Background: an optimization exercise with open tools, aiming at small area and a short achievable clock period. Do not read the settings as production practice. RTL that was checked went through simulation tests only; none was proved equivalent to the original. For runs 2 to 4, only the layout was checked, not whether the RTL still works. Power figures rest on the tool's default switching activity, not on a simulated workload.

--- design/flow/design.v ---
package zx128_pkg;
  localparam int ADDR_W = 16;
  localparam int DATA_W = 8;
  localparam int SRAM_AW = 19;
  localparam int ROM_AW = 15;
  localparam int KB_ROWS = 8;
  localparam int KB_COLS = 5;
  localparam logic [7:0] PORT_FE_LO = 8'hfe;
  localparam logic [ADDR_W-1:0] PORT_7FFD = 16'h7ffd;
  localparam logic [ADDR_W-1:0] PORT_HL_DATA = 16'h0dff;
  localparam logic [ADDR_W-1:0] PORT_HL_STATUS = 16'h0eff;
  typedef logic [3:0] bank_t;
  localparam bank_t BANK_AT_4000 = 4'd5;
  localparam bank_t BANK_AT_8000 = 4'd2;
  localparam int FIFO_DEPTH = 512;
  localparam int FIFO_AW = 9;
  localparam int INT_PERIOD = 280000;
  localparam int INT_ON = 256;
  typedef struct packed {
    logic lock;
    logic rom_sel;
    logic shadow;
    logic [2:0] ram_page;
  } page_cfg_t;
endpackage
import zx128_pkg::*;
module cpu_bus_decode
(
  input  logic [ADDR_W-1:0] cpu_addr_i,
  input  logic              cpu_mreq_n_i,
  input  logic              cpu_iorq_n_i,
  input  logic              cpu_rd_n_i,
  input  logic              cpu_wr_n_i,
  input  logic [DATA_W-1:0] rom_data_i,
  input  logic [DATA_W-1:0] sram_data_i,
  input  logic [DATA_W-1:0] kb_data_i,
  input  zx128_pkg::page_cfg_t         page_cfg_i,
  input  logic [DATA_W-1:0] fifo_data_i,
  input  logic              fifo_empty_i,
  input  logic              fifo_full_i,
  output logic              fe_wr_o,
  output logic              p7ffd_wr_o,
  output logic              hreq_wr_o,
  output logic              ram_wr_o,
  output logic              hl_pop_o,
  output logic [DATA_W-1:0] cpu_data_o
);
  logic mem_rd;
  logic mem_wr;
  logic io_rd;
  logic io_wr;
  logic rom_area;
  logic hl_data_rd;
  logic hl_status_rd;
  logic fe_rd;
  logic p7ffd_rd;
  logic [DATA_W-1:0] hl_status;
  assign mem_rd = !cpu_mreq_n_i && !cpu_rd_n_i;
  assign mem_wr = !cpu_mreq_n_i && !cpu_wr_n_i;
  assign io_rd = !cpu_iorq_n_i && !cpu_rd_n_i;
  assign io_wr = !cpu_iorq_n_i && !cpu_wr_n_i;
  assign rom_area = (cpu_addr_i[15:14] == 2'b00);
  assign fe_wr_o = io_wr && !cpu_addr_i[0];
  assign p7ffd_wr_o = io_wr && (cpu_addr_i == PORT_7FFD);
  assign hreq_wr_o = io_wr && (cpu_addr_i == PORT_HL_STATUS);
  assign ram_wr_o = mem_wr && !rom_area;
  assign hl_data_rd = io_rd && (cpu_addr_i == PORT_HL_DATA);
  assign hl_status_rd = io_rd && (cpu_addr_i == PORT_HL_STATUS);
  assign fe_rd = io_rd && (cpu_addr_i[7:0] == PORT_FE_LO);
  assign p7ffd_rd = io_rd && (cpu_addr_i == PORT_7FFD);
  assign hl_pop_o = hl_data_rd && !fifo_empty_i;
  assign hl_status = {6'b000000, fifo_full_i, fifo_empty_i};
  always_comb begin
    if (hl_data_rd) begin
      cpu_data_o = fifo_empty_i ? 8'hff : fifo_data_i;
    end else if (hl_status_rd) begin
      cpu_data_o = hl_status;
    end else if (mem_rd) begin
      cpu_data_o = rom_area ? rom_data_i : sram_data_i;
    end else if (fe_rd) begin
      cpu_data_o = kb_data_i;
    end else if (p7ffd_rd) begin
      cpu_data_o = {2'b00, page_cfg_i};
    end else begin
      cpu_data_o = 8'hff;
    end
  end
endmodule
import zx128_pkg::*;
module io_regs
(
  input  logic              clk14m,
  input  logic              RESET_n,
  input  logic [DATA_W-1:0] cpu_data_i,
  input  logic              fe_wr_i,
  input  logic              p7ffd_wr_i,
  input  logic              hreq_wr_i,
  output logic [2:0]        border_o,
  output logic              mic_o,
  output logic              ear_o,
  output logic              tape_hreq_o,
  output zx128_pkg::page_cfg_t         page_cfg_o
);
  always_ff @(posedge clk14m) begin
    if (!RESET_n) begin
      border_o <= 3'b000;
      mic_o <= 1'b0;
      ear_o <= 1'b0;
    end else if (fe_wr_i) begin
      border_o <= cpu_data_i[2:0];
      mic_o <= cpu_data_i[3];
      ear_o <= cpu_data_i[4];
    end
  end
  always_ff @(posedge clk14m) begin
    if (!RESET_n) begin
      page_cfg_o <= '0;
    end else if (p7ffd_wr_i && !page_cfg_o.lock) begin
      page_cfg_o <= cpu_data_i[5:0];
    end
  end
  always_ff @(posedge clk14m) begin
    if (!RESET_n) begin
      tape_hreq_o <= 1'b0;
    end else if (hreq_wr_i) begin
      tape_hreq_o <= cpu_data_i[0];
    end
  end
endmodule
import zx128_pkg::*;
module mem_mapper
(
  input  logic [ADDR_W-1:0]  cpu_addr_i,
  input  zx128_pkg::page_cfg_t          page_cfg_i,
  input  logic               ram_wr_i,
  output logic [ROM_AW-1:0]  rom_addr_o,
  output logic [SRAM_AW-1:0] sram_addr_o,
  output logic               sram_we_o
);
  zx128_pkg::bank_t bank;
  always_comb begin
    unique case (cpu_addr_i[15:14])
      2'b01: bank = BANK_AT_4000;
      2'b10: bank = BANK_AT_8000;
      2'b11: bank = {1'b0, page_cfg_i.ram_page};
      default: bank = '0;
    endcase
  end
  assign rom_addr_o = {page_cfg_i.rom_sel, cpu_addr_i[13:0]};
  assign sram_addr_o = {1'b0, bank, cpu_addr_i[13:0]};
  assign sram_we_o = ram_wr_i;
endmodule
import zx128_pkg::*;
module keyboard_port
(
  input  logic [KB_ROWS-1:0]         row_sel_i,
  input  logic [KB_ROWS*KB_COLS-1:0] kb_rows_i,
  input  logic                       ear_i,
  output logic [DATA_W-1:0]          kb_data_o
);
  logic [KB_COLS-1:0] keys;
  always_comb begin
    keys = '1;
    for (int r = 0; r < KB_ROWS; r++) begin
      if (!row_sel_i[r]) begin
        keys = keys & kb_rows_i[r*KB_COLS +: KB_COLS];
      end
    end
  end
  assign kb_data_o = {1'b1, ear_i, 1'b1, keys};
endmodule
import zx128_pkg::*;
module frame_interrupt
(
  input  logic clk14m,
  input  logic RESET_n,
  output logic int_o
);
  logic [$clog2(INT_PERIOD)-1:0] cnt;
  logic [$clog2(INT_PERIOD)-1:0] cnt_next;
  assign cnt_next = (cnt == INT_PERIOD - 1) ? '0 : cnt + 1'b1;
  always_ff @(posedge clk14m) begin
    if (!RESET_n) begin
      cnt <= '0;
      int_o <= 1'b0;
    end else begin
      cnt <= cnt_next;
      int_o <= (cnt_next >= 1) && (cnt_next <= INT_ON);
    end
  end
endmodule
import zx128_pkg::*;
module hyperload_fifo
(
  input  logic              clk14m,
  input  logic              RESET_n,
  input  logic [DATA_W-1:0] tape_data_i,
  input  logic              tape_valid_i,
  input  logic              pop_i,
  output logic              tape_ready_o,
  output logic [DATA_W-1:0] data_o,
  output logic              empty_o,
  output logic              full_o
);
  logic [DATA_W-1:0] mem [FIFO_DEPTH];
  logic [FIFO_AW-1:0] wr_ptr;
  logic [FIFO_AW-1:0] rd_ptr;
  logic [FIFO_AW:0] count;
  logic push;
  logic pop;
  assign empty_o = (count == '0);
  assign full_o = (count == (FIFO_AW + 1)'(FIFO_DEPTH));
  assign tape_ready_o = !full_o;
  assign push = tape_valid_i && tape_ready_o;
  assign pop = pop_i && !empty_o;
  assign data_o = mem[rd_ptr];
  always_ff @(posedge clk14m) begin
    if (push) begin
      mem[wr_ptr] <= tape_data_i;
    end
  end
  always_ff @(posedge clk14m) begin
    if (!RESET_n) begin
      wr_ptr <= '0;
      rd_ptr <= '0;
      count <= '0;
    end else begin
      if (push) wr_ptr <= wr_ptr + 1'b1;
      if (pop) rd_ptr <= rd_ptr + 1'b1;
      unique case ({push, pop})
        2'b10: count <= count + 1'b1;
        2'b01: count <= count - 1'b1;
        default: count <= count;
      endcase
    end
  end
endmodule
import zx128_pkg::*;
module zx128_glue
(
  input  logic                       clk14m,
  input  logic                       RESET_n,
  input  logic [ADDR_W-1:0]          cpu_addr_i,
  input  logic [DATA_W-1:0]          cpu_data_i,
  input  logic                       cpu_mreq_n_i,
  input  logic                       cpu_iorq_n_i,
  input  logic                       cpu_rd_n_i,
  input  logic                       cpu_wr_n_i,
  input  logic [DATA_W-1:0]          rom_data_i,
  input  logic [DATA_W-1:0]          sram_data_i,
  input  logic [KB_ROWS*KB_COLS-1:0] kb_rows_i,
  input  logic                       ear_i,
  input  logic [DATA_W-1:0]          tape_data_i,
  input  logic                       tape_valid_i,
  output logic [DATA_W-1:0]          cpu_data_o,
  output logic [ROM_AW-1:0]          rom_addr_o,
  output logic [SRAM_AW-1:0]         sram_addr_o,
  output logic [DATA_W-1:0]          sram_data_o,
  output logic                       sram_we_o,
  output logic [2:0]                 border_o,
  output logic                       mic_o,
  output logic                       ear_o,
  output logic                       tape_hreq_o,
  output logic                       tape_ready_o,
  output logic                       int_o
);
  logic fe_wr;
  logic p7ffd_wr;
  logic hreq_wr;
  logic ram_wr;
  logic hl_pop;
  logic [DATA_W-1:0] kb_data;
  logic [DATA_W-1:0] fifo_data;
  logic fifo_empty;
  logic fifo_full;
  zx128_pkg::page_cfg_t page_cfg;
  assign sram_data_o = cpu_data_i;
  cpu_bus_decode u_decode (
    .cpu_addr_i(cpu_addr_i), .cpu_mreq_n_i(cpu_mreq_n_i), .cpu_iorq_n_i(cpu_iorq_n_i),
    .cpu_rd_n_i(cpu_rd_n_i), .cpu_wr_n_i(cpu_wr_n_i), .rom_data_i(rom_data_i),
    .sram_data_i(sram_data_i), .kb_data_i(kb_data), .page_cfg_i(page_cfg),
    .fifo_data_i(fifo_data), .fifo_empty_i(fifo_empty), .fifo_full_i(fifo_full),
    .fe_wr_o(fe_wr), .p7ffd_wr_o(p7ffd_wr), .hreq_wr_o(hreq_wr), .ram_wr_o(ram_wr),
    .hl_pop_o(hl_pop), .cpu_data_o(cpu_data_o)
  );
  io_regs u_io_regs (
    .clk14m(clk14m), .RESET_n(RESET_n), .cpu_data_i(cpu_data_i), .fe_wr_i(fe_wr),
    .p7ffd_wr_i(p7ffd_wr), .hreq_wr_i(hreq_wr), .border_o(border_o), .mic_o(mic_o),
    .ear_o(ear_o), .tape_hreq_o(tape_hreq_o), .page_cfg_o(page_cfg)
  );
  mem_mapper u_mem_mapper (
    .cpu_addr_i(cpu_addr_i), .page_cfg_i(page_cfg), .ram_wr_i(ram_wr),
    .rom_addr_o(rom_addr_o), .sram_addr_o(sram_addr_o), .sram_we_o(sram_we_o)
  );
  keyboard_port u_keyboard (
    .row_sel_i(cpu_addr_i[15:8]), .kb_rows_i(kb_rows_i), .ear_i(ear_i), .kb_data_o(kb_data)
  );
  frame_interrupt u_frame_int (
    .clk14m(clk14m), .RESET_n(RESET_n), .int_o(int_o)
  );
  hyperload_fifo u_hl_fifo (
    .clk14m(clk14m), .RESET_n(RESET_n), .tape_data_i(tape_data_i),
    .tape_valid_i(tape_valid_i), .pop_i(hl_pop), .tape_ready_o(tape_ready_o),
    .data_o(fifo_data), .empty_o(fifo_empty), .full_o(fifo_full)
  );
endmodule
--- design/flow/run.sh ---
#!/bin/bash
# synth_recipe.tcl (not shown) runs the flow's synth.tcl, then flattens the netlist and writes it again
# the make line also repeats each setting of config.mk as NAME=value (left out here)
make -C /OpenROAD-flow-scripts/flow DESIGN_CONFIG=/design/flow/config.mk WORK_HOME=/design/flow/orfs CLKGATE_MAP_FILE= SYNTH_SCRIPT=/design/flow/synth_recipe.tcl finish
--- design/flow/config.mk ---
export PLATFORM = sky130hd
export DESIGN_NAME = zx128_glue
export DESIGN_NICKNAME = zx128_glue
export VERILOG_FILES = /design/flow/design.v
export SDC_FILE = /design/flow/constraint.sdc
export NUM_CORES = 4
export LEC_CHECK = 0
export CAP_MARGIN = 20
export CORE_MARGIN = 2
export CORE_UTILIZATION = 40
export SLEW_MARGIN = 20
--- design/flow/constraint.sdc ---
create_clock -name core_clock -period 9.0 [get_ports {clk14m}]
set_input_delay 1.8000 -clock core_clock [delete_from_list [all_inputs] [get_ports {clk14m}]]
set_output_delay 1.8000 -clock core_clock [all_outputs]
set_load 0.01 [all_outputs]
==> impl_results.md, run 1 <==
- Syn avg cell area: around 20 um^2
- Crit share post-route: roughly 93%
- Highest Clock Rate: around 0.12 GHz
- FFs w/ async S/R, synth: 0%
- Slew HR: 9.10%
- Hold path depth: 1
- DR WL met2: 218,000 um
- Final count of negative-setup-slack endpoints: 0
- Top_reg_cell synth: edfxtp_1
- EDFF count, synth: between 4,000 and 5,000
- Syn Std Cell Area: 0.163 mm^2
- CTS tree: done
- Worst min-delay path category: flop to flop
- Die X: about 640 um
- Detailed-routed wire length on met3: approximately 48,000 um
- Number of synthesized register bits: roughly 4,200
- Sw Share: between 20% and 30%
- Comb pwr share: 1.5%
- CTS root buf: clkbuf_16
- Vias per inst: 6.00
- Largest area contributor in the netlist: edfxtp_1
- Top post-synthesis cells by area: edfxtp_1 75%, mux4_2 12%, mux2i_1 2.9%
- Worst-skew pair later-pin latency: roughly 970 ps
- Critical path fanouts, max: 46
- Remaining DRCs: 0
- Max-slew violation count: 0
- H-tree depth: 5
- Register area share after synthesis: around 76%
- Static Leakage: between 50 and 60 nW
- Post-CTS setup buffers: 0
- # IOs: around 160
- Worst clock skew: 39.1 ps
- Syn. warnings: 6
- Core area: 0.407 mm^2
- WL final: between 400,000 and 500,000 um
- Die H: 643 um
- RR Startpoint: u_hl_fifo.count[0]
- Clk pwr share: 43.5%
- Setup_tns: 0 ps
- Drt initial violations: around 13,000
- Clock sinks: roughly 4,200
- Most frequent cell after synthesis: edfxtp_1
- Share of layout cells above drive strength 1: between 15 and 20%
- Synthesis-to-layout area growth: 12.7%
- RSZ-0062 raised after global routing: no
- GRT overflow: 0
- TritonCTS buffer count: 417
- Initial core utilization: 40.2%
- Total internal power: just over 30 mW
- Largest net degree at the start of global routing: 190
- Post-cts sizing count: 0
- PD cells: 210 mW/mm^2
- Port Buffers: about 150
- Final HPWL DP: 284,000 um
- Antenna violations before repair: 38
- Worst slew pin tran: between 1000 and 1500 ps
- Nets: ~8,500
- Fin crit period: between 8000 and 9000 ps
- CP endpoint kind: primary output
- Yosys top cell area share: 75.2%
- Top Metal Used: met5
- Met1 Wirelength: ~190,000 um
- Yosys cell types: 84
- Critical Path AT: 6570 ps
- Outcome: no timing/DRC/antenna violations
- TritonRoute pass-1 iters: 12
- Reg clk slew, reported paths: around 60 ps
- Crit path kind: flop to primary output
- Global-route wire length before repair: approximately 650,000 um
- Ranking of synthesized cells by instance count: 4,096 x edfxtp_1, 846 x mux4_2, 676 x nor2_1, 468 x mux2i_1, 217 x nand2_1
- R2R cell count: 8
- DR WL/cell: 33.0 um
- Critical Path Start Type: flop
- Via count: 85,235
- Reg power frac: around 55%
- Fillers: 33,890
- Clock Path Buffers: 4
- Critical Path RT: 7200 ps
- GRT Util Overall: roughly 22%
- Quantity of hold-fixing buffers added after cts: 0
- Net switching power: between 7 and 8 mW
- Final-report hold violation count: 0
- Maximum vdd drop: 0.177 mV
- Hold wc startpoint: u_frame_int.cnt[0]
- Final Wtd Congestion: 0.871
- DRT antenna net count: 0
- Die area: approximately 0.41 mm^2
- Design Power: between 30 and 40 mW
- Mapped Cells: 8,154
- Number of core rows: 234
- Max Cap Viol: 0
- Vias in the first global route: 84,288
area by class of cell:
class                   count  area [um^2]  area share [%]
well taps                5428         6790            3.69
repair buffers            387         3890            2.11
clock buffers             517        10900            5.94
inverters                  23         96.3          0.0523
clock inverters           233         2100            1.14
multi-input cells        3426        36000            19.5
diodes                     17         42.5          0.0231
flip-flops and latches   4165       124000            67.5
layer usage:
layer / GRT usage [%] / vias to the layer above
met5: 0.0578 / -
met4: 7.75 / 20
met3: 4.94 / 835
met2: 34.6 / 4824
met1: 30.6 / 45295
li1: - / 34261
worst max-delay path, cell delays in order (launching register included):
cell	delay [ps]
dfxtp_4	820
buf_12	420
buf_12	330
mux4_2	560
mux4_2	550
a221oi_1	720
nor3_1	330
nor3_1	620
a41oi_1	430
clkdlybuf4s50_1	620
through the flow:
| stage | util (%) | worst slack (ps) | hold WS [ps] | area (um^2) | instances |
|---|---|---|---|---|---|
| 2_1_floorplan | - | 3610 | 430 | 163000 | 8155 |
| 3_3_place_gp | 42.1 | 583 | 446 | 171000 | 13426 |
| 3_5_place_dp | 42.1 | 1250 | 451 | 171000 | 13429 |
| 4_1_cts | 45.3 | 667 | 466 | 184000 | 14179 |
| 5_1_grt | 45.3 | 507 | 497 | 184000 | 14180 |
| 6_report | 45.3 | 635 | 470 | 184000 | 14196 |
worst paths after layout:
kind / endpoint / slack (ps)
max: cpu_data_o[4] / 630
min: u_frame_int.cnt[0] / 470
max reg2reg: u_hl_fifo.mem[233][4] / 4680
min reg2reg: u_frame_int.cnt[0] / 470
logic make-up after synthesis:
| group | share of synthesized area [%] |
|---|---|
| DFF | 76.1 |
| muxes | 14.8 |
| and+or+nand+nor | 3.14 |
| AOI/OAI and AO/OA | 3.53 |
| buffers and inverters | 2.12 |
| xor gates and xnor gates | 0.193 |
| adders and majority gates | 0.127 |
| other | 0.00229 |
power groups by stage:
stage	clock network [mW]	registers (mW)	logic, mW
2_1_floorplan	0	21.7	0.0775
3_3_place_gp	0	21.7	0.537
3_5_place_dp	0	21.7	0.567
4_1_cts	17.0	21.3	0.567
5_1_grt	17.7	21.3	0.598
6_report	16.8	21.3	0.567
placed cells by master (no fill, tap or decap), drive strengths merged, types with 12 or more instances in the layout:
master         instances
nor2b                 17
mux4                 861
nand2                218
a31oi                 44
xor2                  19
o211ai                16
clkbuf               517
edfxtp              4096
nand4                 29
o21ai                 91
nand2b                12
o22ai                155
bufinv                34
a211oi                35
a22oi                 99
a221oi                17
clkdlybuf4s50        140
dfxtp                 69
nor3                  61
diode                 17
inv                   33
ha                    15
o221ai               110
buf                  247
a2111oi               17
and3                  18
mux2i                468
xnor2                 17
clkinv               180
nor2                 677
and2                  18
a21oi                151
nand3                 77
a22o                  26
nor4                  24
sequential cells by signal, indices dropped and copies added (netlist names), named ones only:
signal / count
u_io_regs.page_cfg_o: 6
u_io_regs.border_o: 3
u_frame_int.int_o: 1
u_frame_int.cnt: 19
u_hl_fifo.wr_ptr: 9
u_hl_fifo.rd_ptr: 9
u_io_regs.ear_o: 1
u_io_regs.mic_o: 1
u_hl_fifo.count: 10
u_io_regs.tape_hreq_o: 1
u_hl_fifo.mem: 4096
==> run 2, diff against run 1 <==
--- a/design/flow/design.v
+++ b/design/flow/design.v
@@ -202,36 +202,114 @@
   output logic              empty_o,
   output logic              full_o
 );
-  logic [DATA_W-1:0] mem [FIFO_DEPTH];
-  logic [FIFO_AW-1:0] wr_ptr;
-  logic [FIFO_AW-1:0] rd_ptr;
+  localparam int RING_LEN = FIFO_DEPTH;
+  localparam int RING_AW = FIFO_AW;
+  localparam int RING_TAPS = 32;
+  localparam int TAP_GAP = RING_LEN / RING_TAPS;
+  localparam int GAP_W = $clog2(TAP_GAP);
+  localparam int TAP_W = RING_AW - GAP_W;
+  localparam int SUB_W = GAP_W;
+  logic [DATA_W-1:0] ring [RING_LEN];
+  logic [RING_AW-1:0] wr_pos;
+  logic [RING_AW-1:0] rd_pos;
+  logic [DATA_W-1:0] hd_mem [TAP_GAP];
+  logic [SUB_W-1:0] hd_rd;
+  logic [SUB_W-1:0] hd_wr;
+  logic [SUB_W:0] hd_cnt;
+  logic [DATA_W-1:0] st_mem [TAP_GAP];
+  logic [SUB_W-1:0] st_rd;
+  logic [SUB_W-1:0] st_wr;
+  logic [SUB_W:0] st_cnt;
   logic [FIFO_AW:0] count;
   logic push;
   logic pop;
-  assign empty_o = (count == '0);
-  assign full_o = (count == (FIFO_AW + 1)'(FIFO_DEPTH));
+  logic [RING_AW-1:0] rd_pos_inc;
+  logic ring_empty;
+  logic st_empty;
+  logic hd_room;
+  logic wr_align;
+  logic rd_align;
+  logic ring_to_hd;
+  logic st_to_hd;
+  logic push_to_hd;
+  logic st_to_ring;
+  logic push_to_ring;
+  logic ring_wr;
+  logic ring_rd;
+  logic st_push;
+  logic st_pop;
+  logic hd_push;
+  logic [DATA_W-1:0] ring_rdata;
+  logic [DATA_W-1:0] ring_wdata;
+  logic [DATA_W-1:0] hd_wdata;
+  assign full_o = count[FIFO_AW];
+  assign empty_o = (hd_cnt == '0);
   assign tape_ready_o = !full_o;
-  assign push = tape_valid_i && tape_ready_o;
+  assign push = tape_valid_i && !full_o;
   assign pop = pop_i && !empty_o;
-  assign data_o = mem[rd_ptr];
-  always_ff @(posedge clk14m) begin
-    if (push) begin
-      mem[wr_ptr] <= tape_data_i;
+  assign data_o = hd_mem[hd_rd];
+  assign rd_pos_inc = rd_pos + 1'b1;
+  assign ring_empty = (wr_pos == rd_pos_inc);
+  assign st_empty = (st_cnt == '0);
+  assign hd_room = !hd_cnt[SUB_W] || pop;
+  assign wr_align = (wr_pos[GAP_W-1:0] == '0);
+  assign rd_align = (rd_pos[GAP_W-1:0] == '0);
+  assign ring_to_hd = hd_room && !ring_empty && rd_align;
+  assign st_to_hd = hd_room && ring_empty && !st_empty && !wr_align;
+  assign push_to_hd = hd_room && ring_empty && st_empty && push;
+  assign st_to_ring = !st_empty && wr_align;
+  assign push_to_ring = st_empty && push && !push_to_hd && wr_align;
+  assign ring_wr = st_to_ring || push_to_ring;
+  assign ring_rd = ring_to_hd;
+  assign st_pop = st_to_hd || st_to_ring;
+  assign st_push = push && !push_to_hd && !push_to_ring;
+  assign hd_push = ring_to_hd || st_to_hd || push_to_hd;
+  assign ring_rdata = ring[{rd_pos[RING_AW-1:GAP_W], {GAP_W{1'b0}}}];
+  assign ring_wdata = st_empty ? tape_data_i : st_mem[st_rd];
+  assign hd_wdata = !ring_empty ? ring_rdata : (st_empty ? tape_data_i : st_mem[st_rd]);
+  for (genvar p = 0; p < RING_LEN; p++) begin : g_ring
+    if (p % TAP_GAP == 0) begin : g_tap
+      always_ff @(posedge clk14m) begin
+        if (ring_wr && wr_pos[RING_AW-1:GAP_W] == TAP_W'(p / TAP_GAP)) begin
+          ring[p] <= ring_wdata;
+        end else begin
+          ring[p] <= ring[(p + RING_LEN - 1) % RING_LEN];
+        end
+      end
+    end else begin : g_shift
+      always_ff @(posedge clk14m) begin
+        ring[p] <= ring[p - 1];
+      end
     end
   end
   always_ff @(posedge clk14m) begin
+    if (hd_push) hd_mem[hd_wr] <= hd_wdata;
+    if (st_push) st_mem[st_wr] <= tape_data_i;
+  end
+  always_ff @(posedge clk14m) begin
     if (!RESET_n) begin
-      wr_ptr <= '0;
-      rd_ptr <= '0;
+      wr_pos <= '0;
+      rd_pos <= '1;
+      hd_rd <= '0;
+      hd_wr <= '0;
+      hd_cnt <= '0;
+      st_rd <= '0;
+      st_wr <= '0;
+      st_cnt <= '0;
       count <= '0;
     end else begin
-      if (push) wr_ptr <= wr_ptr + 1'b1;
-      if (pop) rd_ptr <= rd_ptr + 1'b1;
-      unique case ({push, pop})
-        2'b10: count <= count + 1'b1;
-        2'b01: count <= count - 1'b1;
-        default: count <= count;
-      endcase
+      if (!ring_wr) wr_pos <= wr_pos + 1'b1;
+      if (!ring_rd) rd_pos <= rd_pos_inc;
+      if (hd_push) hd_wr <= hd_wr + 1'b1;
+      if (pop) hd_rd <= hd_rd + 1'b1;
+      if (hd_push && !pop) hd_cnt <= hd_cnt + 1'b1;
+      else if (!hd_push && pop) hd_cnt <= hd_cnt - 1'b1;
+      if (st_push) st_wr <= st_wr + 1'b1;
+      if (st_pop) st_rd <= st_rd + 1'b1;
+      if (st_push && !st_pop) st_cnt <= st_cnt + 1'b1;
+      else if (!st_push && st_pop) st_cnt <= st_cnt - 1'b1;
+      if (push && !pop) count <= count + 1'b1;
+      else if (!push && pop) count <= count - 1'b1;
     end
   end
 endmodule
--- a/design/flow/config.mk
+++ b/design/flow/config.mk
@@ -7,5 +7,7 @@
 export LEC_CHECK = 0
 export CAP_MARGIN = 20
 export CORE_MARGIN = 2
-export CORE_UTILIZATION = 40
+export CORE_UTILIZATION = 65
+export CTS_BUF_LIST = sky130_fd_sc_hd__clkbuf_4 sky130_fd_sc_hd__clkbuf_8
+export SETUP_SLACK_MARGIN = 4.0
 export SLEW_MARGIN = 20
==> impl_results.md, run 2 <==
- Largest register FFs: roughly 4,100
- TritonCTS buffer count: between 600 and 700
- Die area: 0.162 mm^2
- Number of synthesized register bits: 4,446
- CTS tree: done
- Port Buffers: between 100 and 150
- Critical Path Start Type: primary input
- Nets: about 6,700
- Worst slew pin tran: ~1100 ps
- Die H: about 400 um
- Remaining DRCs: 0
- DRT antenna net count: 0
- GRT Util Overall: 23.8%
- Syn avg cell area: around 18 um^2
- Register area share after synthesis: about nine tenths
- Highest Clock Rate: roughly 0.19 GHz
- CTS root buf: clkbuf_8
- H-tree depth: 6
- Mux cell area share after synthesis: under 10%
- CP peak stage delay: between 300 and 400 ps
- WL final: roughly 190,000 um
- Reg clk slew, reported paths: 60 ps
- Register with the most flip-flops: u_hl_fifo.ring
- CP max-delay cell: nor3_4
- Worst-path cell chain: buf_2 > nand4b_1 > nor3_4 > nand2_8 > o221ai_2 > o211ai_1 > o21ai_2 > a21oi_2 > buf_2
- Final count of negative-setup-slack endpoints: 0
- Mapped Cells: just under 6,000
- Vias per inst: 4.91
- Max Cap Viol: 0
- Syn. warnings: 7
- Worst clock skew: between 80 and 90 ps
- Syn Std Cell Area: between 0.1 and 0.15 mm^2
- Max-slew violation count: 0
- Drt initial violations: around 2,900
- EDFF count, synth: 256
- Critical Path RT: around 7200 ps
- CP delay by family, top: simple AND/OR/NAND/NOR gates
- Worst min-delay path category: flop to flop
- Global-route wire length before repair: 279,000 um
- DP Area: 0.107 mm^2
- Top_reg_cell synth: dfxtp_1
- Simple-gate area share of the yosys netlist: under 10%
- RSZ-0062 raised after global routing: yes
- PD cells: about 320 mW/mm^2
- DR WL/cell: ~21 um
- Fillers: around 9,300
- Commonest non-fill, non-tap cell in the layout: dfxtp_1
- Crit path kind: primary input to primary output
- Critical path fanouts, max: 12
- Outcome: no timing/DRC/antenna violations
- Final Util: 76.1%
- Quantity of hold-fixing buffers added after cts: 0
- Number of core rows: 146
- Share of layout cells above drive strength 1: 22.4%
- Synthesis-to-layout area growth: 16.4%
- Clock Path Buffers: 4
- Adder-cell share of the synthesized area: 0.445%
- Ranking of synthesized cells by instance count: 4,190 x dfxtp_1, 256 x edfxtp_1, 230 x mux2_2, 131 x nor2_1
- Register area: 0.0916 mm^2
- Setup_tns: 0 ps
- Multi-input gate area: 0.0113 mm^2
- FFs w/ async S/R, synth: 0%
- Cell mode on critical path: buf_2
- XOR/XNOR Fraction of Synth Area: less than 1%
- Place WS: about 1800 ps
- Maximum vdd drop: ~0.23 mV
- Final Wtd Congestion: 0.892
- Most frequent cell after synthesis: dfxtp_1
- CP bufs+invs: 2
- # IOs: 155
- Post-route cell area: ~0.12 mm^2
- TritonRoute pass-1 iters: 5
- Slew HR: 23.1%
- Die X: around 400 um
- Most frequent cells in the layout: 4,186 x dfxtp_1, 757 x clkbuf_8, 256 x edfxtp_1, 226 x clkbuf_4, 223 x mux2_2
- Clock sinks: ~4,400
- Crit share post-route: between 50% and 60%
- Final-report hold violation count: 0
- Static Leakage: 48.0 nW
- Fin crit period: between 5000 and 6000 ps
- Fin cells: just over 9,000
- Antenna violations before repair: 37
- Largest registers: u_hl_fifo.ring x4096, u_hl_fifo.hd_mem x128, u_hl_fifo.st_mem x128
- Final WS setup: between 3000 and 4000 ps
- Compound-Gate Fraction of Synth Area: ~1.8%
- Yosys top cell area share: between 80% and 90%
- DP Cell Count: around 8,000
- Largest family of logic cells by synthesized area: multiplexers
- Vias in the first global route: about 45,000
- GRT overflow: 0
- Largest net degree at the start of global routing: roughly 60
- Via count: around 45,000
- Top post-synthesis cells by area: dfxtp_1 81%, edfxtp_1 7.4%, mux2_2 2.5%
- Worst-skew pair later-pin latency: ~1100 ps
- Initial core utilization: between 60% and 70%
- Largest area contributor in the netlist: dfxtp_1
- Core area: around 0.16 mm^2
- Yosys cell types: 81
- Critical Path AT: 3440 ps
- Final HPWL DP: 120,000 um
- CP endpoint kind: primary output
[run 2: changes by cell type in the layout (fill, tap and decap cells not counted), moves of 106 or more]
cell	previous run	this run
buf_4	192	75
mux2i_1	468	26
clkbuf_8	5	757
clkbuf_16	421	0
dfxtp_1	60	4186
o221ai_1	110	0
o22ai_1	155	21
nor2_1	672	115
mux4_2	846	80
nand2_1	200	94
mux2_2	8	223
edfxtp_1	4096	256
clkbuf_4	0	226
[run 2: through the flow]
| stage | total power, mW | hold WS, ps |
|---|---|---|
| 6_report | 38.4 | 258 |
| 5_1_grt | 39.8 | 274 |
| 4_1_cts | 38.8 | 265 |
| 3_5_place_dp | 23.5 | 312 |
| 3_3_place_gp | 23.4 | 309 |
| 2_1_floorplan | 22.3 | 310 |
[run 2: logic make-up (layout without fill, tap and decap cells)]
family / after synthesis / count (layout)
and+or+nand+nor: 495 / 495
buffers and inverters: 180 / 1303
AOI/OAI and AO/OA: 272 / 272
other: 1 / 24
muxes: 376 / 376
adders and majority gates: 35 / 35
DFF: 4446 / 4446
xor gates and xnor gates: 53 / 53
[run 2: metal layers]
layer | GRT usage [%] | vias to the layer above | share of wire (%) | wire, um
met3 | 5.88 | 475 | 6.0 | 11600
met2 | 35.8 | 1388 | 45 | 85800
met4 | 11.1 | 6 | 4.2 | 8010
met1 | 32.7 | 21725 | 45 | 87200
met5 | 0 | - | 0.018 | 34
li1 | - | 21012 | - | -
[run 2: final cells by class]
cell class                      count  share of cell area [%]
Clock buffer                      979                    10.0
Multi-Input combinational cell   1233                    9.42
Inverter                           31                  0.0998
Sequential cell                  4446                    76.1
Timing Repair Buffer              230                    1.72
Clock inverter                     63                   0.413
Tap cell                         2072                    2.15
Antenna cell                       22                  0.0458
[run 2: power breakdown]
part / switching [mW] / internal, mW
combinational: 1.50 / 0.624
clock: 6.72 / 8.64
sequential: 0.326 / 20.6
total: 8.55 / 29.9
[run 2: timing repair]
item | in CTS | in global routing
buffers inserted | 13 | 4
endpoints found under the setup margin | 285 | 10
pin swaps | 24 | 17
gates resized for setup | 148 | 36
[run 2: worst paths after layout]
path,start,endpoint,slack (ps),cells after the start
setup reg to reg,u_hl_fifo.rd_pos[4],u_hl_fifo.hd_cnt[4],4420,16
hold reg to reg,u_hl_fifo.ring[26][7],u_hl_fifo.ring[27][7],260,0
hold / removal,u_hl_fifo.ring[26][7],u_hl_fifo.ring[27][7],260,0
setup / recovery,cpu_addr_i[15],cpu_data_o[1],3760,9
[run 2: worst register-to-register path, delay by kind of cell, from the launching register on]
family | cells | cell delay (ps)
AOI/OAI and AO/OA | 8 | 2190
xor gates and xnor gates | 1 | 100
adders and majority gates | 2 | 530
buffers and inverters | 3 | 520
DFF | 1 | 300
and+or+nand+nor | 2 | 820
==> run 3, diff against run 2 <==
--- a/design/flow/config.mk
+++ b/design/flow/config.mk
@@ -8,6 +8,8 @@
 export CAP_MARGIN = 20
 export CORE_MARGIN = 2
 export CORE_UTILIZATION = 65
-export CTS_BUF_LIST = sky130_fd_sc_hd__clkbuf_4 sky130_fd_sc_hd__clkbuf_8
+export CTS_BUF_LIST = sky130_fd_sc_hd__clkbuf_8
+export CTS_CLUSTER_DIAMETER = 60
+export CTS_CLUSTER_SIZE = 20
 export SETUP_SLACK_MARGIN = 4.0
 export SLEW_MARGIN = 20
==> impl_results.md, run 3 <==
- Static Leakage: between 40 and 50 nW
- Worst slew pin tran: about 1200 ps
- TritonCTS buffer count: ~280
- Clock sinks: ~4,400
- GRT Util Overall: 22.5%
- Die area: 0.162 mm^2
- TritonRoute pass-1 iters: 6
- Hold wc startpoint: u_hl_fifo.ring[88][2]
- Core area: 0.158 mm^2
- Clock Path Buffers: 4
- Fin Hold WS: slightly below 300 ps
- Worst-skew pair later-pin latency: about 1000 ps
- Fin crit period: 5220 ps
- Final count of negative-setup-slack endpoints: 0
- Final Util: between 70 and 80%
- Die X: slightly above 400 um
- Share of layout cells above drive strength 1: ~14%
- Flop-to-flop setup slack: 4420 ps
- Maximum vdd drop: about 0.22 mV
- DRT antenna net count: 0
- Most frequent cell after synthesis: dfxtp_1
- Worst min-delay path category: flop to flop
- GRT overflow: 0
- Yosys top cell area share: around 80%
- Die H: slightly above 400 um
- Initial core utilization: about two thirds
- CP endpoint kind: primary output
- Crit path kind: primary input to primary output
- Most frequent cells in the layout: 4,186 x dfxtp_1, 285 x clkbuf_8, 256 x edfxtp_1, 223 x mux2_2, 115 x nor2_1
- Syn avg cell area: about 18 um^2
- Fin cells: 8,356
- Crit share post-route: approximately 58%
- Critical path fanouts, max: 8
- Vias in the first global route: about 40,000
- Final Wtd Congestion: a little under 0.9
- Syn. warnings: 7
- Worst clock skew: between 70 and 80 ps
- Quantity of hold-fixing buffers added after cts: 0
- WL final: roughly 180,000 um
- Via count: between 40,000 and 50,000
- Setup_tns: 0 ps
- Max Cap Viol: 0
- Port Buffers: approximately 150
- RSZ-0062 raised after global routing: yes
- Design Power: between 30 and 40 mW
- Register area share after synthesis: 88.5%
- EDFF count, synth: about 260
- Critical Path RT: roughly 7200 ps
- RR Startpoint: u_hl_fifo.rd_pos[4]
- Ranking of synthesized cells by instance count: 4,190 x dfxtp_1, 256 x edfxtp_1, 230 x mux2_2, 131 x nor2_1
- DR WL/cell: roughly 22 um
- CTS root buf: clkbuf_8
- Largest registers: u_hl_fifo.ring x4096, u_hl_fifo.hd_mem x128, u_hl_fifo.st_mem x128
- Reg clk slew, reported paths: 110 ps
- Final-report hold violation count: 0
- Nets: 6,351
- CTS tree: done
- DP Cell Count: 7,993
- Top_reg_cell synth: dfxtp_1
- H-tree depth: 5
- Outcome: no timing/DRC/antenna violations
- Mapped Cells: slightly below 6,000
- Critical Path AT: between 3000 and 4000 ps
- Max-slew violation count: 0
- # IOs: approximately 160
- Drt initial violations: 2,891
- Synthesis-to-layout area growth: 8.27%
- Vias per inst: ~5
- Syn Std Cell Area: 0.103 mm^2
- Largest register FFs: around 4,000
- Number of core rows: 146
- Top post-synthesis cells by area: dfxtp_1 81%, edfxtp_1 7.4%, mux2_2 2.5%
- FFs w/ async S/R, synth: 0%
- Number of synthesized register bits: between 4,000 and 5,000
- Antenna violations before repair: 33
- Largest area contributor in the netlist: dfxtp_1
- Commonest non-fill, non-tap cell in the layout: dfxtp_1
- Highest Clock Rate: 0.192 GHz
- PD cells: approximately 280 mW/mm^2
- Yosys cell types: 81
- Register with the most flip-flops: u_hl_fifo.ring
- Global-route wire length before repair: between 200,000 and 300,000 um
- Slew HR: about 17%
- Largest net degree at the start of global routing: 59
- Critical Path Start: cpu_addr_i[10]
- Critical Path Start Type: primary input
- Final HPWL DP: approximately 120,000 um
- Remaining DRCs: 0
==> run 3: timing repair <==
| item | in CTS | in global routing |
|---|---|---|
| gates resized for setup | 149 | 36 |
| endpoints found under the setup margin | 285 | 10 |
| pin swaps | 24 | 16 |
| cloned | 0 | 0 |
| setup buffers | 13 | 4 |
==> run 3: final timing paths <==
kind                                               to  depth (start not counted)
worst max-delay path                    cpu_data_o[1]                         11
worst min-delay path            u_hl_fifo.ring[89][2]                          0
worst max register to register    u_hl_fifo.hd_cnt[4]                         16
worst min register to register  u_hl_fifo.ring[89][2]                          0
==> run 3: critical path: stages <==
cell	delay, ps
clkbuf_4	190
nand3_2	130
nor4_4	280
nand4b_1	160
buf_6	160
nor2_4	130
clkinvlp_4	160
buf_6	150
nor2_4	70
a21oi_2	40
buf_2	140
==> run 3: metal layers <==
| metal | track usage, % | wire [um] | vias to the layer above |
|---|---|---|---|
| li1 | - | - | 19938 |
| met1 | 32.0 | 85000 | 20422 |
| met2 | 34.1 | 79900 | 1089 |
| met3 | 5.02 | 11200 | 380 |
| met4 | 8.24 | 6760 | 6 |
| met5 | 0 | 41 | - |
==> run 3: per-stage QoR <==
| stage | setup WS (ps) | instance area, um^2 |
|---|---|---|
| 2_1_floorplan | 3970 | 103000 |
| 3_3_place_gp | 1980 | 107000 |
| 3_5_place_dp | 1810 | 107000 |
| 4_1_cts | 3770 | 112000 |
| 5_1_grt | 3690 | 112000 |
| 6_report | 3780 | 112000 |
==> run 3: cell families after synthesis <==
| kind of cell | count (synthesis) | synth area share, % |
|---|---|---|
| buffers and inverters | 180 | 0.854 |
| AOI/OAI and AO/OA | 272 | 1.81 |
| DFF | 4446 | 88.5 |
| muxes | 376 | 4.96 |
| and+or+nand+nor | 495 | 2.90 |
| adders and majority gates | 35 | 0.445 |
| xor gates and xnor gates | 53 | 0.475 |
| other | 1 | 0.00363 |
==> run 3: final cells by class <==
cell class / instances / area (um^2)
flip-flops and latches: 4446 / 91600
fillers: 10297 / 46200
multi-input cells: 1233 / 11300
clock buffers: 285 / 3920
well taps: 2072 / 2590
repair buffers: 230 / 2080
clock inverters: 36 / 275
inverters: 31 / 120
diodes: 23 / 57.6
==> run 3: power breakdown <==
group          internal (mW)  leakage, nW  switching, mW  total (mW)
Combinational          0.625         5.14           1.49        2.11
Clock                   2.98         2.23           5.40        8.37
Sequential              20.6         36.2          0.318        20.9
==> run 4, diff against run 3 <==
--- a/design/flow/config.mk
+++ b/design/flow/config.mk
@@ -8,8 +8,8 @@
 export CAP_MARGIN = 20
 export CORE_MARGIN = 2
 export CORE_UTILIZATION = 65
-export CTS_BUF_LIST = sky130_fd_sc_hd__clkbuf_8
-export CTS_CLUSTER_DIAMETER = 60
-export CTS_CLUSTER_SIZE = 20
+export CTS_BUF_LIST = sky130_fd_sc_hd__clkbuf_16 sky130_fd_sc_hd__clkbuf_8
+export CTS_CLUSTER_DIAMETER = 100
+export CTS_CLUSTER_SIZE = 30
 export SETUP_SLACK_MARGIN = 4.0
 export SLEW_MARGIN = 20
==> impl_results.md, run 4 <==
- Critical Path RT: between 7000 and 8000 ps
- Die H: 403 um
- Cell mode on critical path: buf_2
- CP bufs+invs: 2
- Most frequent cell after synthesis: dfxtp_1
- H-tree depth: 4
- Critical path fanouts, max: 12
- Comb pwr share: 6.6%
- Remaining DRCs: 0
- Register area: 0.0916 mm^2
- Clock Path Buffers: 3
- Total internal power: 24.7 mW
- Via count: roughly 41,000
- Die area: ~0.16 mm^2
- Max Cap Viol: 0
- Share of layout cells above drive strength 1: between 10% and 20%
- Worst clock skew: around 58 ps
- CP endpoint kind: primary output
- Mapped Cells: a little under 6,000
- Port Buffers: 148
- CTS tree: done
- Fin Hold WS: 280 ps
- Highest Clock Rate: roughly 0.19 GHz
- Antenna violations before repair: 36
- Outcome: no timing/DRC/antenna violations
- Final HPWL DP: ~120,000 um
- Setup_tns: 0 ps
- Final WS setup: approximately 3800 ps
- Final count of negative-setup-slack endpoints: 0
- TritonRoute pass-1 iters: 7
- CP endpoint: cpu_data_o[1]
- Vias in the first global route: approximately 40,000
- WL final: approximately 180,000 um
- Crit path kind: primary input to primary output
- Reg power frac: between 60% and 70%
- Largest net degree at the start of global routing: slightly below 60
- Yosys top cell area share: between 80% and 90%
- Final Wtd Congestion: 0.892
- Syn. warnings: 7
- Max-slew violation count: 0
- Critical Path Start Type: primary input
- Net switching power: between 7 and 8 mW
- Worst reg2reg endpoint: u_hl_fifo.hd_cnt[4]
- Slew HR: a little over a fifth
- Die X: about 400 um
- Number of core rows: ~150
- Static Leakage: approximately 44 nW
- Largest register FFs: 4,096
- Number of synthesized register bits: about 4,400
- R2R cell count: 16
- Clock sinks: approximately 4,400
- Ranking of synthesized cells by instance count: 4,190 x dfxtp_1, 256 x edfxtp_1, 230 x mux2_2, 131 x nor2_1
- CP delay by family, top: simple AND/OR/NAND/NOR gates
- Yosys cell types: ~80
- Quantity of hold-fixing buffers added after cts: 0
- Syn avg cell area: roughly 18 um^2
- CP max-delay cell: nor3_4
- Top_reg_cell synth: dfxtp_1
- DR WL/cell: between 20 and 25 um
- Fillers: between 10,000 and 15,000
- Place WS: approximately 1800 ps
- Most frequent cells in the layout: 4,186 x dfxtp_1, 256 x edfxtp_1, 223 x mux2_2, 167 x clkbuf_16, 115 x nor2_1
- Fin crit period: roughly 5200 ps
- TritonCTS buffer count: roughly 170
- RR Startpoint: u_hl_fifo.rd_pos[4]
- Register with the most flip-flops: u_hl_fifo.ring
- Maximum vdd drop: 0.233 mV
- Multi-input gate area: approximately 0.011 mm^2
- Global-route wire length before repair: around 260,000 um
- Worst-skew pair later-pin latency: 840 ps
- Syn Std Cell Area: about 0.10 mm^2
- GRT Util Overall: about 23%
- Critical Path Start: cpu_addr_i[15]
- Nets: a little over 6,000
- CTS root buf: clkbuf_16
- Core area: approximately 0.16 mm^2
- CP peak stage delay: roughly 330 ps
- Register area share after synthesis: approximately 89%
- Reg clk slew, reported paths: roughly 120 ps
- Crit share post-route: 58.3%
- Largest area contributor in the netlist: dfxtp_1
- Top post-synthesis cells by area: dfxtp_1 81%, edfxtp_1 7.4%, mux2_2 2.5%
- PD cells: between 200 and 300 mW/mm^2
- Final-report hold violation count: 0
- Synthesis-to-layout area growth: 8.59%
- DRT antenna net count: 0
- Sw Share: a little under a quarter
- Initial core utilization: approximately two thirds
- Largest registers: u_hl_fifo.ring x4096, u_hl_fifo.hd_mem x128, u_hl_fifo.st_mem x128
- Worst-path cell chain: buf_2 > nand4b_1 > nor3_4 > nand2_8 > o221ai_2 > o211ai_1 > o21ai_2 > a21oi_2 > buf_2
- Worst path depth: 9
- Worst slew pin tran: 1170 ps
- Drt initial violations: roughly 3,200
- GRT overflow: 0
- Worst min-delay path category: flop to flop
- RSZ-0062 raised after global routing: yes
- Flop-to-flop setup slack: approximately 4400 ps
- Critical Path AT: approximately 3500 ps
- Vias per inst: 5.02
- FFs w/ async S/R, synth: 0%
- EDFF count, synth: about 260
- # IOs: around 160
- Commonest non-fill, non-tap cell in the layout: dfxtp_1
- Clk pwr share: between 20% and 30%
==> run 4: cell counts after synthesis <==
No cell type changed its count.
==> run 4: repair_timing <==
action | in CTS | in global routing
gates resized for setup | 145 | 38
endpoints found under the setup margin | 328 | 11
setup buffers | 13 | 4
hold endpoints to repair | 0 | 0
pin swaps | 24 | 17
==> run 4: layout make-up <==
cell class | instances | area share [%]
Antenna cell | 19 | 0.0423
Sequential cell | 4446 | 81.5
Clock inverter | 29 | 0.314
Tap cell | 2072 | 2.31
Inverter | 31 | 0.107
Multi-Input combinational cell | 1233 | 10.1
Clock buffer | 168 | 3.73
Timing Repair Buffer | 230 | 1.84
==> run 4: per-stage QoR <==
stage                     utilization [%]  instances  area (um^2)  total power [mW]
after floorplan                         -       5859       103000              22.3
after global placement               67.8       7992       107000              23.4
after detailed placement             67.8       7993       107000              23.5
after CTS                            70.9       8203       112000              32.1
after global routing                 71.0       8211       112000              32.9
final                                71.0       8228       112000              31.9
==> run 4: worst min-delay path by stage <==
stage | depth (start not counted) | startpoint | slack (ps) | endpoint
4_1_cts | 0 | u_hl_fifo.ring[478][3] | 280 | u_hl_fifo.ring[479][3]
5_1_grt | 0 | u_hl_fifo.ring[478][3] | 300 | u_hl_fifo.ring[479][3]
2_1_floorplan | 0 | u_hl_fifo.ring[99][0] | 310 | u_hl_fifo.ring[100][0]
3_3_place_gp | 0 | u_hl_fifo.ring[439][7] | 310 | u_hl_fifo.ring[440][7]
6_report | 0 | u_hl_fifo.ring[478][3] | 280 | u_hl_fifo.ring[479][3]
3_5_place_dp | 0 | u_hl_fifo.ring[200][4] | 310 | u_hl_fifo.ring[201][4]
==> run 4: logic make-up (layout without fill, tap and decap cells) <==
family	count (synthesis)	count (layout)	synth area share (%)
flops	4446	4446	88.5
simple gates	495	495	2.90
mux	376	376	4.96
compound gates	272	272	1.81
buf+inv	180	458	0.854
xor+xnor	53	53	0.475
fa+ha+maj	35	35	0.445
other cells	1	21	0.00363
==> run 4: power groups by stage <==
stage | Sequential (mW) | Clock (mW) | Combinational (mW)
global route | 21.0 | 9.73 | 2.21
CTS | 20.9 | 9.07 | 2.12
detailed placement | 21.4 | 0 | 2.11
global placement | 21.3 | 0 | 2.08
finish | 20.9 | 8.86 | 2.12
floorplan | 21.2 | 0 | 1.14
==> run 4: metal layers <==
| metal | track usage (%) | up-vias | wire, um |
|---|---|---|---|
| li1 | - | 19727 | - |
| met1 | 32.7 | 20312 | 85900 |
| met2 | 34.8 | 976 | 81300 |
| met3 | 3.90 | 326 | 9980 |
| met4 | 7.60 | 4 | 6620 |
| met5 | 0 | - | 27 |
==> run 5, diff against run 4 <==
--- a/design/flow/design.v
+++ b/design/flow/design.v
@@ -204,7 +204,7 @@
 );
   localparam int RING_LEN = FIFO_DEPTH;
   localparam int RING_AW = FIFO_AW;
-  localparam int RING_TAPS = 32;
+  localparam int RING_TAPS = 64;
   localparam int TAP_GAP = RING_LEN / RING_TAPS;
   localparam int GAP_W = $clog2(TAP_GAP);
   localparam int TAP_W = RING_AW - GAP_W;
==> design/flow/config.mk (replaced) <==
export PLATFORM = sky130hd
export DESIGN_NAME = zx128_glue
export DESIGN_NICKNAME = zx128_glue
export VERILOG_FILES = /design/flow/design.v
export SDC_FILE = /design/flow/constraint.sdc
export NUM_CORES = 4
export LEC_CHECK = 0
export CAP_MARGIN = 20
export CORE_MARGIN = 2
export CORE_UTILIZATION = 40
export SLEW_MARGIN = 20
==> impl_results.md, run 5 <==
- Outcome: no timing/DRC/antenna violations
- Die X: 514 um
- XOR/XNOR Fraction of Synth Area: less than 1%
- Static Leakage: 49.0 nW
- Post-CTS setup buffers: 0
- Nets: approximately 7,000
- Port Buffers: roughly 150
- Maximum vdd drop: a little under 0.2 mV
- CP max-delay cell: clkdlybuf4s50_1
- Final Wtd Congestion: 0.993
- Simple-gate area share of the yosys netlist: under 10%
- Fin crit period: 6900 ps
- Largest registers: u_hl_fifo.ring x4096, u_hl_fifo.hd_mem x64, u_hl_fifo.st_mem x64
- Worst reg2reg endpoint: u_hl_fifo.hd_mem[5][2]
- Crit share post-route: approximately three quarters
- Synthesis-to-layout area growth: 18.3%
- Worst min-delay path category: flop to flop
- Max-slew violation count: 0
- Highest Clock Rate: 0.145 GHz
- Hold path depth: 0
- RR Startpoint: u_hl_fifo.rd_pos[8]
- Hold worst-path end: u_hl_fifo.ring[486][5]
- Mux cell area share after synthesis: under 10%
- Vias in the first global route: between 40,000 and 50,000
- Largest register FFs: approximately 4,100
- Adder-cell share of the synthesized area: 0.346%
- Cell mode on critical path: clkdlybuf4s50_1
- Hold wc startpoint: u_hl_fifo.ring[485][5]
- CTS root buf: clkbuf_16
- Drt initial violations: roughly 4,400
- Most frequent cell after synthesis: dfxtp_1
- Antenna violations before repair: between 50 and 60
- Critical Path RT: around 7200 ps
- Worst slew pin tran: 1170 ps
- # IOs: approximately 160
- Final HPWL DP: between 150,000 and 200,000 um
- Crit path kind: primary input to primary output
- R2R cell count: 8
- Largest net degree at the start of global routing: 48
- CTS tree: done
- CP endpoint kind: primary output
- PD cells: between 300 and 400 mW/mm^2
- Flop-to-flop setup slack: ~3600 ps
- Final-report hold violation count: 0
- Top post-synthesis cells by area: dfxtp_1 80%, mux2_2 5.4%, edfxtp_1 3.7%
- GRT Util Overall: approximately a fifth
- Remaining DRCs: 0
- Clock sinks: 4,310
- EDFF count, synth: approximately 130
- Quantity of hold-fixing buffers added after cts: 0
- TritonCTS buffer count: a little under 400
- Register area share after synthesis: a little over four fifths
- Final WS setup: around 2100 ps
- Number of core rows: roughly 190
- WL final: around 270,000 um
- Ranking of synthesized cells by instance count: 4,182 x dfxtp_1, 499 x mux2_2, 187 x a22oi_1, 163 x clkbuf_1, 154 x nand2_1
- Place WS: ~2100 ps
- Yosys cell types: 77
- Largest family of logic cells by synthesized area: multiplexers
- CP bufs+invs: 2
- Worst clock skew: 94.6 ps
- Die H: ~510 um
- Syn Std Cell Area: about 0.10 mm^2
- Critical path fanouts, max: 13
- FFs w/ async S/R, synth: 0%
- Core area: between 0.2 and 0.3 mm^2
- Critical Path Start Type: primary input
- Critical Path AT: around 5000 ps
- Clock Path Buffers: 4
- Largest area contributor in the netlist: dfxtp_1
- Syn. warnings: 7
- Setup_tns: 0 ps
- Most frequent cells in the layout: 4,182 x dfxtp_1, 499 x mux2_2, 403 x clkbuf_16, 187 x a22oi_1, 154 x nand2_1
- Share of layout cells above drive strength 1: between 10% and 20%
- Final count of negative-setup-slack endpoints: 0
- Vias per inst: approximately 4.7
- Post-cts sizing count: 0
- CP peak stage delay: 710 ps
- Initial core utilization: between 40% and 50%
- CP delay by family, top: simple AND/OR/NAND/NOR gates
- Top_reg_cell synth: dfxtp_1
- Die area: between 0.2 and 0.3 mm^2
- DRT antenna net count: 0
- TritonRoute pass-1 iters: 6
- Syn avg cell area: 16.5 um^2
- Via count: about 50,000
- Worst-path cell chain: clkdlybuf4s50_1 > nor2_4 > nand4_1 > nor4_1 > nand2_1 > o211ai_1 > o21ai_0 > a21oi_1 > clkdlybuf4s50_1
- Reg clk slew, reported paths: 60 ps
- Mapped Cells: about 6,300
- Worst-skew pair later-pin latency: ~990 ps
- Max Cap Viol: 0
- Slew HR: 21.8%
- Commonest non-fill, non-tap cell in the layout: dfxtp_1
- Yosys top cell area share: between 80 and 90%
- GRT overflow: 0
- DR WL/cell: ~26 um
- Number of synthesized register bits: 4,310
- Global-route wire length before repair: 367,000 um
- Register with the most flip-flops: u_hl_fifo.ring
- RSZ-0062 raised after global routing: no
- H-tree depth: 5
- Compound-Gate Fraction of Synth Area: around 4.2%
==> run 5: cell count changes after synthesis, moves of 40 or more <==
| cell | delta |
|---|---|
| nand2_1 | +56 |
| mux4_2 | -48 |
| mux2_2 | +269 |
| edfxtp_1 | -128 |
| clkbuf_1 | +90 |
| o31ai_4 | +42 |
| a22oi_1 | +89 |
| nand4_1 | +40 |
| a32oi_1 | +53 |
==> run 5: kinds of logic (layout without fill, tap and decap cells) <==
family                     Yosys count  after routing
adders and majority gates           27             27
and+or+nand+nor                    604            604
AOI/OAI and AO/OA                  469            469
buffers and inverters              266            957
DFF                               4310           4310
xor gates and xnor gates            59             59
other                                1             21
muxes                              579            579
==> run 5: metal layers <==
| metal | track usage [%] | part of all wire, % | vias up |
|---|---|---|---|
| met5 | 0 | 0.010 | - |
| met4 | 11.0 | 6.0 | 4 |
| met1 | 27.1 | 44 | 24217 |
| met3 | 3.79 | 6.6 | 580 |
| met2 | 30.3 | 43 | 1863 |
| li1 | - | - | 22090 |
==> run 5: metrics by stage <==
stage / util (%) / hold slack [ps] / cells / total power, mW / instance area, um^2
6_report: 47.5 / 263 / 10428 / 40.7 / 123000
5_1_grt: 47.5 / 265 / 10414 / 41.9 / 123000
4_1_cts: 47.5 / 253 / 10409 / 41.0 / 123000
3_5_place_dp: 42.3 / 312 / 9700 / 24.1 / 110000
3_3_place_gp: 42.2 / 309 / 9699 / 24.0 / 109000
2_1_floorplan: - / 310 / 6316 / 22.0 / 104000
==> run 5: worst max path at each step <==
| stage | from | endpoint | slack [ps] | depth (start not counted) |
|---|---|---|---|---|
| 6_report | cpu_addr_i[15] | cpu_data_o[0] | 2100 | 9 |
| 5_1_grt | cpu_addr_i[14] | cpu_data_o[0] | 1930 | 7 |
| 4_1_cts | cpu_addr_i[14] | cpu_data_o[0] | 2090 | 9 |
| 3_5_place_dp | cpu_addr_i[14] | cpu_data_o[0] | 2110 | 9 |
| 3_3_place_gp | cpu_addr_i[15] | u_hl_fifo.count[9] | 2090 | 16 |
| 2_1_floorplan | cpu_addr_i[12] | u_hl_fifo.count[9] | 3760 | 16 |
==> run 5: power by group <==
part	leakage [nW]	switching, mW	internal [mW]
Clock	6.69	6.88	10.1
Sequential	35.7	0.513	20.0
Combinational	6.68	2.37	0.739
Total	49.0	9.76	30.9
==> run 5: area by class of cell <==
| class | instances | area (um^2) |
|---|---|---|
| Antenna cell | 19 | 47.5 |
| Multi-Input combinational cell | 1740 | 15600 |
| Clock inverter | 144 | 1880 |
| Timing Repair Buffer | 224 | 2080 |
| Clock buffer | 565 | 11600 |
| Sequential cell | 4310 | 87600 |
| Fill cell | 21747 | 136000 |
| Tap cell | 3402 | 4260 |
| Inverter | 24 | 90.1 |

==> afterwards: timing with drivers on the ports <==
Ports are ideal in the flow. The routed layouts listed here were re-timed in OpenROAD. Step 1 (the two cells are an assumption about what drives the block):
set clk [get_ports {clk14m}]
set_driving_cell -lib_cell sky130_fd_sc_hd__clkbuf_16 $clk
set_driving_cell -lib_cell sky130_fd_sc_hd__buf_2 [delete_from_list [all_inputs] $clk]
Step 2 also shifts input and output timing later by t, the mid clock arrival at the registers, as if the neighbouring blocks saw the same clock. Slacks: ideal ports / drivers / drivers and shift; pairs: ideal ports / drivers.
run	shift t [ns]	slack for setup (ns)	worst hold slack (ns)	worst setup path after step 2
run 1	1.069	0.635 / 0.517 / 1.059	0.470 / 0.470 / 0.470	input to output
run 2	1.100	3.762 / 3.735 / 3.263	0.258 / 0.258 / 0.258	input to register
run 3	1.081	3.783 / 3.730 / 3.268	0.291 / 0.291 / 0.291	input to register
run 4	0.895	3.752 / 3.726 / 3.416	0.280 / 0.280 / 0.280	input to register
run 5	1.042	2.102 / 2.078 / 2.078	0.263 / 0.263 / 0.263	input to output
After both steps every run listed still meets setup and hold. The setup slack of run 3, which loses most, moves by -0.053 ns with the drivers and by -0.515 ns with both steps.
